Background: an optimization exercise with open tools, aiming at small area and a short achievable clock period. Do not read the settings as production practice.
Function was checked by simulation only, so behaviour that the tests miss may differ from the original.

## run.sh

```bash
#!/bin/bash
# synth_recipe.tcl (not shown) runs the flow's synth.tcl, then flattens the netlist and writes it again
# the make line also repeats each setting of config.mk as NAME=value (left out here)
make -C /OpenROAD-flow-scripts/flow DESIGN_CONFIG=/design/flow/config.mk WORK_HOME=/design/flow/orfs CLKGATE_MAP_FILE= SYNTH_SCRIPT=/design/flow/synth_recipe.tcl finish
```

## config.mk

```make
export PLATFORM = sky130hd
export DESIGN_NAME = worley_field_pipe
export DESIGN_NICKNAME = worley_field_pipe
export VERILOG_FILES = /design/flow/design.v
export SDC_FILE = /design/flow/constraint.sdc
export NUM_CORES = 4
export LEC_CHECK = 0
export CAP_MARGIN = 20
export CORE_MARGIN = 2
export CORE_UTILIZATION = 40
export SLEW_MARGIN = 20
```

## constraint.sdc

```tcl
create_clock -name core_clock -period 8.0 [get_ports {clk}]
set_input_delay 1.6000 -clock core_clock [delete_from_list [all_inputs] [get_ports {clk}]]
set_output_delay 1.6000 -clock core_clock [all_outputs]
set_load 0.01 [all_outputs]
```

## design.v

```verilog
module worley_field_pipe #(
  parameter int NUM_PTS    = 4,
  parameter int COORD_W    = 10,
  parameter int H_ACTIVE   = 640,
  parameter int V_ACTIVE   = 480,
  parameter int DIST_SHIFT = 8,
  parameter int OUT_W      = 8
) (
  input  logic               clk,
  input  logic               rst_n,
  input  logic               frame_start,
  input  logic               pix_valid,
  input  logic [COORD_W-1:0] x,
  input  logic [COORD_W-1:0] y,
  output logic               noise_valid,
  output logic [OUT_W-1:0]   noise,
  output logic [2:0]         cell_id,
  output logic               busy
);
  localparam int DW = 2*COORD_W+1;
  localparam int NW = COORD_W+2;
  typedef enum logic [1:0] {IDLE, UPD, COMMIT} state_t;
  state_t state, next_state;
  logic [2:0] idx, next_idx;
  logic [COORD_W-1:0] px_w[NUM_PTS], py_w[NUM_PTS], px_a[NUM_PTS], py_a[NUM_PTS];
  logic signed [3:0] vx[NUM_PTS], vy[NUM_PTS];
  logic [COORD_W:0] sx[NUM_PTS], sy[NUM_PTS];
  logic [COORD_W-1:0] dx[NUM_PTS], dy[NUM_PTS];
  logic [DW-1:0] d[NUM_PTS];
  logic v1, v2;
  logic [DW-1:0] best;
  logic [2:0] bi;
  logic [OUT_W-1:0] shade;
  function automatic logic [COORD_W-1:0] seed_p(input int bound, input int i);
    seed_p = COORD_W'((bound/(NUM_PTS+1))*(i+1));
  endfunction
  function automatic logic signed [3:0] seed_vx(input int i);
    seed_vx = 4'((i%2 == 0) ? (i%3)+1 : -((i%3)+1));
  endfunction
  function automatic logic signed [3:0] seed_vy(input int i);
    seed_vy = 4'((i%2 == 0) ? -(((i+1)%2)+1) : ((i+1)%2)+1);
  endfunction
  function automatic logic [COORD_W:0] step(input logic [COORD_W-1:0] p, input logic signed [3:0] v, input int bound);
    logic signed [NW-1:0] n;
    n = $signed({2'b00, p}) + $signed({{(NW-4){v[3]}}, v});
    step = n < 0 ? {1'b1, COORD_W'(0)} : n > NW'(bound-1) ? {1'b1, COORD_W'(bound-1)} : {1'b0, n[COORD_W-1:0]};
  endfunction
  function automatic logic [OUT_W-1:0] sat(input logic [DW-1:0] v);
    logic [DW-1:0] s;
    s = v >> DIST_SHIFT;
    sat = s > DW'((1 << OUT_W) - 1) ? '1 : s[OUT_W-1:0];
  endfunction
  assign busy = state != IDLE;
  always_ff @(posedge clk)
    if (!rst_n) begin
      state <= IDLE;
      idx   <= '0;
    end else begin
      state <= next_state;
      idx   <= next_idx;
    end
  always_comb begin
    next_state = state == IDLE ? (frame_start ? UPD : IDLE) :
                 state == UPD  ? (idx == 3'(NUM_PTS-1) ? COMMIT : UPD) : IDLE;
    next_idx   = state == UPD ? idx + 3'd1 : '0;
  end
  always_comb
    for (int i = 0; i < NUM_PTS; i++) begin
      sx[i] = step(px_w[i], vx[i], H_ACTIVE);
      sy[i] = step(py_w[i], vy[i], V_ACTIVE);
    end
  always_ff @(posedge clk)
    if (!rst_n)
      for (int i = 0; i < NUM_PTS; i++) begin
        px_w[i] <= seed_p(H_ACTIVE, i);
        py_w[i] <= seed_p(V_ACTIVE, i);
        px_a[i] <= seed_p(H_ACTIVE, i);
        py_a[i] <= seed_p(V_ACTIVE, i);
        vx[i]   <= seed_vx(i);
        vy[i]   <= seed_vy(i);
      end
    else
      for (int i = 0; i < NUM_PTS; i++) begin
        if (state == UPD && idx == 3'(i)) begin
          px_w[i] <= sx[i][COORD_W-1:0];
          py_w[i] <= sy[i][COORD_W-1:0];
          if (sx[i][COORD_W]) vx[i] <= -vx[i];
          if (sy[i][COORD_W]) vy[i] <= -vy[i];
        end
        if (state == COMMIT) begin
          px_a[i] <= px_w[i];
          py_a[i] <= py_w[i];
        end
      end
  always_ff @(posedge clk)
    for (int i = 0; i < NUM_PTS; i++) begin
      dx[i] <= x >= px_a[i] ? x - px_a[i] : px_a[i] - x;
      dy[i] <= y >= py_a[i] ? y - py_a[i] : py_a[i] - y;
      d[i]  <= DW'(dx[i]) * DW'(dx[i]) + DW'(dy[i]) * DW'(dy[i]);
    end
  always_comb begin
    best = d[0];
    bi   = '0;
    for (int i = 1; i < NUM_PTS; i++) begin
      if (d[i] < best) begin
        best = d[i];
        bi   = 3'(i);
      end
    end
    shade = ~sat(best);
  end
  always_ff @(posedge clk)
    if (!rst_n) begin
      v1          <= 1'b0;
      v2          <= 1'b0;
      noise_valid <= 1'b0;
      noise       <= '0;
      cell_id     <= '0;
    end else begin
      v1          <= pix_valid;
      v2          <= v1;
      noise_valid <= v2;
      if (v2) begin
        noise   <= shade;
        cell_id <= bi;
      end
    end
endmodule
```

==> summary.txt <==
==> worst max-delay path, delay by kind of cell (launching register included) <==
family                   cells  cell delay, ns
flip-flops                   1            0.35
buffers and inverters        2            0.10
adder cells (fa/ha/maj)      3            0.88
AO/OA/AOI/OAI               15            3.39
multiplexers                 1            0.33
AND/OR/NAND/NOR              7            1.83
==> layer usage <==
layer,track usage (%),vias to the layer above
met5,0,-
met4,3.45,22
met3,2.72,122
met2,33.3,403
met1,26.1,15470
li1,-,15841
==> final cells by class <==
class / count / area share [%]
diodes: 1 / 0.00531
multi-input cells: 3542 / 69.3
repair buffers: 54 / 1.04
clock buffers: 56 / 2.47
well taps: 1414 / 3.76
inverters: 911 / 7.26
clock inverters: 24 / 0.723
flip-flops and latches: 363 / 15.4
==> synthesized netlist by cell type, types with 8 or more instances <==
| master | n |
|---|---|
| inv_1 | 911 |
| ha_1 | 633 |
| nand2_1 | 570 |
| fa_1 | 538 |
| dfxtp_1 | 363 |
| a21oi_1 | 282 |
| and2_1 | 197 |
| nor2_1 | 188 |
| o21ai_0 | 176 |
| xnor2_1 | 149 |
| clkbuf_1 | 124 |
| xor2_1 | 85 |
| a21o_1 | 79 |
| mux2i_1 | 78 |
| nor2b_1 | 56 |
| nor3_1 | 49 |
| nand2b_1 | 41 |
| nand3_1 | 40 |
| nand4_1 | 33 |
| o211ai_1 | 31 |
| and3_1 | 29 |
| a31oi_1 | 25 |
| o21bai_1 | 25 |
| mux2_2 | 24 |
| o21a_1 | 15 |
| a211oi_1 | 11 |
| o31ai_1 | 11 |
| o41ai_1 | 11 |
| or2_2 | 11 |
| a2111oi_0 | 8 |
| a31o_2 | 8 |
| buf_1 | 8 |
| nand3b_1 | 8 |
| o31a_1 | 8 |
==> placed cells by master, fill, tap and decap left out, types with 15 or more instances in the layout <==
master and n:
xor2_1 85, a31oi_1 25, o211ai_1 31, clkdlybuf4s50_1 34, a21oi_1 282, nand2_1 570, and3_1 29, dfxtp_1 363
nor3_1 49, nand2b_1 40, and2_1 197, o21ai_0 176, mux2_2 24, nor2_1 185, fa_1 538, xnor2_1 149
o21bai_1 25, a21o_1 79, buf_4 19, mux2i_1 78, ha_1 633, inv_1 910, clkbuf_16 43, nand4_1 33
o21a_1 15, nand3_1 40, nor2b_1 55
==> metrics by stage <==
stage / area (um2) / std cells / utilization, % / hold WS [ns]
global placement: 45600 / 6284 / 41.9 / 0.434
floorplan: 43800 / 4955 / - / 0.412
global route: 47100 / 6364 / 43.3 / 0.459
finish: 47100 / 6365 / 43.3 / 0.441
CTS: 47100 / 6364 / 43.3 / 0.446
detailed placement: 45600 / 6284 / 41.9 / 0.428
==> how the worst max path moves through the flow <==
| stage | slack (ns) | depth (start not counted) | end | start |
|---|---|---|---|---|
| 4_1_cts | 1.00 | 28 | noise[2]$_SDFFE_PN0P_ | d[0][18]$_DFF_P_ |
| 6_report | 1.0 | 28 | noise[2]$_SDFFE_PN0P_ | d[0][19]$_DFF_P_ |
| 2_1_floorplan | 1.15 | 31 | noise[0]$_SDFFE_PN0P_ | d[0][18]$_DFF_P_ |
| 3_5_place_dp | 1.05 | 28 | noise[2]$_SDFFE_PN0P_ | d[0][18]$_DFF_P_ |
| 3_3_place_gp | 1.17 | 22 | d[1][20]$_DFF_P_ | dy[1][2]$_DFF_P_ |
| 5_1_grt | 0.25 | 28 | noise[4]$_SDFFE_PN0P_ | d[0][19]$_DFF_P_ |
==> registers in the layout, indices dropped and copies added (netlist names) <==
signal / flops
dy: 40
idx: 3
px_w: 40
dx: 40
py_w: 40
v1: 1
state: 2
vy: 10
d: 84
py_a: 40
noise: 8
vx: 11
cell_id: 2
noise_valid: 1
px_a: 40
v2: 1
==> kinds of logic after synthesis <==
logic type,after synthesis,share of synthesized area [%]
buffers and inverters,1050,9.03
adders and majority gates,1171,42.7
other,1,0.00856
DFF,363,16.6
xor gates and xnor gates,234,4.68
and+or+nand+nor,1249,13.4
AOI/OAI and AO/OA,785,11.3
muxes,102,2.40
==> flow_summary.json <==
{
  "fmax_ghz": 0.143,
  "cap_violations": 0,
  "clkTransAtPathRegs_ns": 0.06,
  "die_area_um2": 112000,
  "routed_wl_mm": 107,
  "core_um2": 109000,
  "cts_root_buf": "clkbuf_16",
  "port_buffers": 35,
  "ios": 37,
  "crit_path_max_incr_delay_ns": 0.79,
  "grt_pass1_wl_mm": 175,
  "met2WireLength_mm": 51.1,
  "preCtsSetupSlack_ns": 1.05,
  "fillers": 10699,
  "reg2reg_depth": 28,
  "synth-async-reset-ratio_pct": 0,
  "start_util_pct": 40.3,
  "via_per_inst": 5.01,
  "relSlewSlack_pct": 34.2,
  "cpMaxStageDelayCell": "or4_1",
  "post_cts_buffers": 0,
  "register_area_um2": 7270,
  "final_antenna_net_count": 0,
  "drt-met1-wl_mm": 50.4,
  "multi_input_area_um2": 32600,
  "ys_types": 81,
  "first_pass_iters": 5,
  "tns_ns": 0,
  "syn-num-nets": 6150,
  "synth_warnings": 12,
  "holdPathStages": 1,
  "syn_to_final_growth_pct": 7.49,
  "synth_top_cell_area_share_pct": 24.6,
  "clock-sinks": 363,
  "tightest_slew_ns": 0.987,
  "routed-wl-met3_mm": 3.87,
  "r2r-end": "noise[2]$_SDFFE_PN0P_",
  "fin_crit_sh_pct": 87.5,
  "reg2reg_slack_ns": 1.0,
  "antenna_found_initial": 13,
  "top_layer": "met5",
  "seq_area_frac_synth_pct": 16.6,
  "hold_class": "flop to flop",
  "routed-via-count": 31858,
  "cts_tree": "yes",
  "min_from": "v1$_SDFF_PN0_",
  "postCtsHoldBufs": 0,
  "synth-edff-count": 0,
  "synth.area.top_cells": "fa_1 (25%), ha_1 (18%), dfxtp_1 (17%)",
  "drive_gt1_share_pct": 3.41,
  "synthCells": 4955,
  "synth_seq_cells": 363,
  "cp_common_cell": "a21o_1",
  "wl_per_cell_um": 16.9,
  "drc": 0,
  "finalSetupViolCount": 0,
  "clock_skew_ns": 0.0291,
  "htree_levels": 2,
  "cts_buffers": 43,
  "finalMaxSlewViolations": 0,
  "setup_slack_ns": 0.999,
  "chipHeight_um": 335,
  "critical_path_class": "flop to flop",
  "hold_viol_final": 0,
  "grt_max_degree": 94,
  "crit_fanout": 45,
  "min_to": "v2$_SDFF_PN0_",
  "avgSynthCellArea_um2": 8.84,
  "dp_hpwl_mm": 90.7,
  "ys_dominant_reg_cell": "dfxtp_1",
  "rows": 121,
  "crit_required_ns": 8.51,
  "fin_crit_ns": 7.00,
  "r2r-start": "d[0][19]$_DFF_P_",
  "rsz0062_at_grt": "no",
  "cp-end-kind": "flop",
  "routabilityCongestion": 0.944,
  "cp-start-kind": "flop",
  "cp.arrival_ns": 7.51,
  "cts-resized-gates": 0,
  "drtIter0Drc": 1815,
  "outcome": "finished clean",
  "nets": 6110,
  "cts_buffer_depth": 3,
  "syn_area_um2": 43800,
  "first_global_vias": 32725,
  "grt-ovfl-total": 0,
  "track_usage_pct": 19.4,
  "die_w_um": 335,
  "synth_top_area_cell": "fa_1",
  "clk_latency_ns": 0.61
}

## re-timing with driven ports
The flow's constraints put no driver on any port. The routed layout listed below was extracted and timed again, unchanged, in two steps.
Step 1 sets driving cells, clkbuf_16 on the clock port and buf_2 on the other inputs (assumed; they add their load-dependent delay and slew).
Step 2 moves the port delays by t, midway between the first and last clock arrival at a register: inputs arrive t later, outputs are due t later. That takes back most of the time a late clock gives input paths.
Three values: no drivers, after step 1, after step 2; two values: the first two.
t, ns: 0.662
setup slack, ns: 0.999 / 0.999 / 0.999
hold WS [ns]: 0.441 / 0.441 / 0.441
clock arrival spread, ns: 0.033 / 0.032
worst slew at a driven data input, ns: 0.10
After both steps setup and hold are still met in this run. The setup slack of this run moves by 0.000 ns with the drivers and by 0.000 ns with both steps.
